Context: an optimization exercise on an open-source flow, tuned for small area, a short achievable clock period and few clock cycles per item. The choices shown serve that exercise and are no tape-out recipe.
Function was checked by simulation only, so behaviour that the tests miss may differ from the original.
Power is estimated from default activity; no workload was simulated.

== oak ==
// flood_duplicate_filter_core
module flood_duplicate_filter_core #(
	parameter int SEEN_DEPTH = fdf_pkg::SEEN_DEPTH_DEF,
	parameter int SEQ_BITS   = fdf_pkg::SEQ_BITS_DEF
) (
	input  wire logic                              clk,
	input  wire logic                              arst_n,
	input  wire logic                              cfg_we,
	input  wire logic [fdf_pkg::CFG_IDX_W-1:0]     cfg_index,
	input  wire logic [fdf_pkg::CFG_DATA_W-1:0]    cfg_wdata,
	input  wire logic                              start,
	input  wire logic [53:0]                       item,
	output logic                                   busy,
	output logic                                   result_valid,
	output logic [55:0]                            result
);
clock: 4.5 ns
lec_check: 0
cap_margin: 20
core_margin: 2
core_utilization: 55
cts_cluster_diameter: 60
cts_cluster_size: 20
place_density: 0.65
setup_slack_margin: 2.5
slew_margin: 20
tns_end_percent: 10
run.sh (not shown) runs the stock make flow with config.mk's settings and CLKGATE_MAP_FILE= SYNTH_SCRIPT=/design/flow/synth_recipe.tcl, a recipe that flattens the netlist after the stock synthesis.
Testbench counts of oak, summed over its fixed seeds: cycles 12,024, packets 12,000.
Setup changes, oak to pine
- removing CTS_CLUSTER_DIAMETER (formerly 60)
- changing PLACE_DENSITY from 0.65 to 0.7
- changing CORE_UTILIZATION from 55 to 62
- removing CTS_CLUSTER_SIZE (formerly 20)
- changing TNS_END_PERCENT from 10 to 25
==> comparison <==
Total global routing track utilization delta for pine relative to oak: 3.1 points higher. H-tree depth, oak and pine, higher one = pine. Comparing oak and pine, the lower die boundary height is on pine. From oak to pine, aggregate global routing overflow did not move at all. Comparing pine with oak, the portion of total power attributed to combinational logic came out essentially unchanged. Total power of pine is higher than that of oak. Switching fraction of total power delta for pine relative to oak: 1.9 points lower. Number of gates on the worst path with buffers counted in pine is 2 lower than in oak. Synthesized net count came out exactly the same in oak and pine. Total instance count after detailed placement in pine vs oak: down about 3.6%. In the metrics for oak and pine, the one carrying the lower relative area of clock buffers and inverters in the final design is oak.
## Diff of input files: birch against pine
- changing TNS_END_PERCENT from 25 to 10
- changing PLACE_DENSITY from 0.7 to 0.65
- changing CORE_UTILIZATION from 62 to 55
--- outcome ---
- Worst hold-check path type = reg2reg: pine; worst hold-check path type = in2async: birch
- ~same clock transition at the registers of the reported paths in birch and pine
- Delta(global routing usage on met2, birch - pine) < 0
- Taking pine as the reference, in birch global routing met3 resource utilization down 2.0 points; worst max-slew margin expressed relative to the limit has decreased; total detailed-routing wirelength closely matched the old numbers.

* * *

Another version of the RTL of flood_duplicate_filter_core (not shown whole).
Size: roughly 3200 cells after synthesis, about 180 I/O pins, roughly 0.052 sq mm of cells after synthesis.
Settings: LEC_CHECK=0, CAP_MARGIN=20, CORE_MARGIN=2, CORE_UTILIZATION=62, PLACE_DENSITY=0.7, SETUP_SLACK_MARGIN=2.5, SLEW_MARGIN=20, TNS_END_PERCENT=25; clock period 4.5 ns.
The first run went through all stages and came out clean.
Testbench counts at the start, summed over its fixed seeds: cycles 12,024, packets 12,000.
Rerun with:
Settings changed: CTS_CLUSTER_DIAMETER set to 60, CTS_CLUSTER_SIZE set to 20.
Outcome:
- design area decreases by 1.8%
- die area stays the same
- wire length decreases by 0.44%
- global-route usage decreases by 0.40 points
- worst setup slack gets better by 0.053 ns
- final cell count decreases by 1.5%
Rerun with:
Settings changed: CORE_UTILIZATION 62 to 67, PLACE_DENSITY 0.7 to 0.72, SETUP_SLACK_MARGIN 2.5 to 2.6, TNS_END_PERCENT 25 to 40.
Outcome:
- The changed run finished with timing, DRC and antenna clean
- hold slack gets worse by 0.056 ns
- first-iteration DRC count went up by 4.5%
- worst setup slack improved by 0.039 ns
- routed wire length falls by 1.8%

* * *

Another version of the RTL of flood_duplicate_filter_core (not shown whole).
Size: about 1300 flip-flops, ~180 I/O pins, roughly 52000 um2 of cells after synthesis.
export LEC_CHECK = 0
export CAP_MARGIN = 20
export CORE_MARGIN = 2
export CORE_UTILIZATION = 67
export CTS_CLUSTER_DIAMETER = 60
export CTS_CLUSTER_SIZE = 20
export PLACE_DENSITY = 0.72
export SETUP_SLACK_MARGIN = 2.5
export SLEW_MARGIN = 20
export TNS_END_PERCENT = 25
create_clock -name core_clock -period 4.5 [get_ports {clk}]
The baseline went through all stages and came out clean.
Testbench counts at the start, summed over its fixed seeds: cycles 12,024, packets 12,000.
Change:
--- a/flow/config.mk
+++ b/flow/config.mk
@@ -9,6 +9,6 @@
 export CORE_MARGIN = 2
-export CORE_UTILIZATION = 67
+export CORE_UTILIZATION = 72
 export CTS_CLUSTER_DIAMETER = 60
 export CTS_CLUSTER_SIZE = 20
-export PLACE_DENSITY = 0.72
+export PLACE_DENSITY = 0.78
 export SETUP_SLACK_MARGIN = 2.5
=> The changed run went through all stages and came out clean; maximum frequency fell by 2.8%; global-route usage rose by 1.9 points; die area fell by 6.8%; worst hold slack got worse by 11 ps; setup slack got worse by 60 ps; combinational power is about the same; utilization rose by 4.7 points; cell area fell by about 0.6%; total power fell by 1.4%; clock power fell by 4.0%.
Change:
--- a/flow/config.mk
+++ b/flow/config.mk
@@ -9,8 +9,8 @@
 export CORE_MARGIN = 2
-export CORE_UTILIZATION = 72
+export CORE_UTILIZATION = 67
 export CTS_CLUSTER_DIAMETER = 60
 export CTS_CLUSTER_SIZE = 20
-export PLACE_DENSITY = 0.78
-export SETUP_SLACK_MARGIN = 2.5
+export PLACE_DENSITY = 0.72
+export SETUP_SLACK_MARGIN = 2.6
 export SLEW_MARGIN = 20
-export TNS_END_PERCENT = 25
+export TNS_END_PERCENT = 40
The changed run completed without violations; final area rises by 0.83%; global-route usage shrinks by 1.8 points; register-to-register slack improves by 20 ps; clock-buffer cell count stays the same; sequential share of layout area drops by 0.53 points; sequential power is about the same; clock power grows by 4.0%.

* * *

Another version of the RTL of flood_duplicate_filter_core (not shown whole).
Size: roughly 1,400 flip-flops, roughly 180 I/O pins, roughly 0.054 mm2 of cells after synthesis.
## flood_duplicate_filter_core
module flood_duplicate_filter_core #(
	parameter int SEEN_DEPTH = fdf_pkg::SEEN_DEPTH_DEF,
	parameter int SEQ_BITS   = fdf_pkg::SEQ_BITS_DEF
) (
	input  wire logic                              clk,
	input  wire logic                              arst_n,
	input  wire logic                              cfg_we,
	input  wire logic [fdf_pkg::CFG_IDX_W-1:0]     cfg_index,
	input  wire logic [fdf_pkg::CFG_DATA_W-1:0]    cfg_wdata,
	input  wire logic                              start,
	input  wire logic [53:0]                       item,
	output logic                                   busy,
	output logic                                   result_valid,
	output logic [55:0]                            result
);
	fdf_pkg::fdf_in_t  item_s;
	fdf_pkg::fdf_out_t result_s;
	assign item_s = item;
	assign result = result_s;
	fdf_pkg::fdf_status_t status;
	fdf_pkg::fdf_cmd_t    cmd;
	fdf_ctrl u_ctrl (
		.status (status),
		.busy   (busy),
		.cmd    (cmd)
	);
	fdf_datapath #(
		.SEEN_DEPTH (SEEN_DEPTH),
  ...
export LEC_CHECK = 0
export CAP_MARGIN = 20
export CORE_MARGIN = 2
export CORE_UTILIZATION = 55
export PLACE_DENSITY = 0.65
export SETUP_SLACK_MARGIN = 2.5
export SLEW_MARGIN = 20
export TNS_END_PERCENT = 20
create_clock -name core_clock -period 4.5 [get_ports {clk}]
The starting point completed with no timing, DRC or antenna violations.
Testbench counts at the start, summed over its fixed seeds: cycles 12,032, packets 12,000.
Change:
Settings changed: TNS_END_PERCENT 20 to 0.
What happened:
- The new run produced a clean layout
- setup slack got worse by 0.020 ns
- routed wire length is lower by 6.8%
- maximum frequency came out lower by 0.92%
- first-iteration DRC count drops by 13%
- design area falls by 4.2%
- worst hold slack gets worse by 0.0066 ns
- via count falls by 4.1%
- die area stays the same
- area after synthesis is unchanged
- count of clock-buffer cells in the layout stays the same

* * *

Setup of run 1:
flood_duplicate_filter_core, a different RTL version from the one above (not shown whole).
For scale: roughly 4000 cells after synthesis, about 1300 flip-flops, about 180 I/O pins, about 53000 µm² of cells after synthesis.
make LEC_CHECK=0 ABC_AREA=1 CAP_MARGIN=20 CORE_MARGIN=2 CORE_UTILIZATION=55 PLACE_DENSITY=0.65 SETUP_SLACK_MARGIN=2.5 SLEW_MARGIN=20 TNS_END_PERCENT=0 finish   # period 4.5 ns
Testbench counts of run 1, summed over its fixed seeds: cycles 12,024, packets 12,000.
Changes in run 2 relative to run 1:
# run 1
export LEC_CHECK = 0
export ABC_AREA = 1
export CAP_MARGIN = 20
export CORE_MARGIN = 2
export CORE_UTILIZATION = 55
export PLACE_DENSITY = 0.65
export SETUP_SLACK_MARGIN = 2.5
export SLEW_MARGIN = 20
export TNS_END_PERCENT = 0
create_clock -name core_clock -period 4.5 [get_ports {clk}]
# run 2
export LEC_CHECK = 0
export CAP_MARGIN = 20
export CORE_MARGIN = 2
export CORE_UTILIZATION = 55
export PLACE_DENSITY = 0.65
export SETUP_SLACK_MARGIN = 2.5
export SLEW_MARGIN = 20
export TNS_END_PERCENT = 10
create_clock -name core_clock -period 4.5 [get_ports {clk}]
==> run notes <==
Sort run 1 and run 2 by power consumption, descending, and run 1 comes first.
Run 1 has lower sequential cell fraction of total power than run 2.
Run 2 vs. run 1: fraction of the mapped netlist area in compound gates fell by 2.6 points; final non-filler cell area -about 1.2%.
Comparing critical path depth for run 1 and run 2, the smaller number came from run 2.
[run 2 vs run 1] synthesized net count: lower in run 2
Relative to run 1, layout buffering overhead excluding clock cells has increased by 1.0 points in run 2.
Compared run 2 vs run 1, and post-synthesis share of cell area spent on xor and xnor gates is up in run 2.
[compare] base=run 1 new=run 2: routed wire length fell 19 mm, post-synth design cell area shows a reduction of 1700 µm².
Clock-buffer cell count (higher): run 2
The kind of critical path comes out input pin to flop in one run and flop to primary output in the other, namely in run 1 and run 2 respectively.
The inputs of run 3 differ from those of run 2 as listed below.
# run 2
export LEC_CHECK = 0
export CAP_MARGIN = 20
export CORE_MARGIN = 2
export CORE_UTILIZATION = 55
export PLACE_DENSITY = 0.65
export SETUP_SLACK_MARGIN = 2.5
export SLEW_MARGIN = 20
export TNS_END_PERCENT = 10
create_clock -name core_clock -period 4.5 [get_ports {clk}]
# run 3
export LEC_CHECK = 0
export CAP_MARGIN = 20
export CORE_MARGIN = 2
export CORE_UTILIZATION = 55
export PLACE_DENSITY = 0.65
export SETUP_SLACK_MARGIN = 2.5
export SLEW_MARGIN = 20
export TNS_END_PERCENT = 0
create_clock -name core_clock -period 4.5 [get_ports {clk}]
==> comparison <==
- Largest net degree at the start of global routing: lower on run 3
- Between run 3 and run 2, the xor-xnor portion of the synthesized cell area does not differ in any meaningful way.
- In run 3 the buffer count from post-CTS setup fixing turned out 6 lower than in run 2.
- When run 3 is measured against run 2, its sequential portion of the cell area turns out 0.36 points higher.
- Setup slack: run 3 more than run 2

## static timing again, ports no longer ideal
In the flow no input, the clock included, has a driving cell. The finished layouts below were timed again as built, in two steps.
Step 1, drivers: a clkbuf_16 drives clk and a buf_2 each remaining input, both assumed.
Step 2 moves the port delays by t, midway between the first and last clock arrival at a register: inputs arrive t later, outputs are due t later. That takes back most of the time a late clock gives input paths.
Three values: no drivers, after step 1, after step 2; two values: the first two.
run | t (ns) | setup WS [ns] | slew at the worst register clock pin (ns)
oak | 0.750 | 2.341 / 2.277 / 1.635 | 0.09 / 0.09
pine | 0.778 | 2.362 / 2.294 / 1.693 | 0.06 / 0.06
birch | 0.789 | 2.313 / 2.249 / 1.618 | 0.07 / 0.07
the first run of note 2 | 0.782 | 2.376 / 2.304 / 1.773 | 0.07 / 0.07
the second run of note 2 | 0.726 | 2.429 / 2.383 / 1.740 | 0.09 / 0.09
the third run of note 2 | 0.716 | 2.468 / 2.402 / 1.853 | 0.09 / 0.09
the first run of note 3 | 0.708 | 2.403 / 2.341 / 1.779 | 0.09 / 0.09
the second run of note 3 | 0.703 | 2.343 / 2.332 / 1.782 | 0.09 / 0.09
the third run of note 3 | 0.710 | 2.363 / 2.363 / 1.827 | 0.09 / 0.09
the first run of note 4 | 0.817 | 2.338 / 2.270 / 1.783 | 0.07 / 0.07
the second run of note 4 | 0.823 | 2.318 / 2.263 / 1.771 | 0.06 / 0.06
run 1 | 0.821 | 2.207 / 2.249 / 1.428 | 0.06 / 0.06
run 2 | 0.799 | 2.331 / 2.266 / 1.646 | 0.06 / 0.06
run 3 | 0.806 | 2.336 / 2.263 / 1.622 | 0.07 / 0.07
After both steps setup and hold are still met in every run listed. For run 1, which loses most, drivers alone change the setup slack by +0.042 ns; drivers and shift together by -0.779 ns.
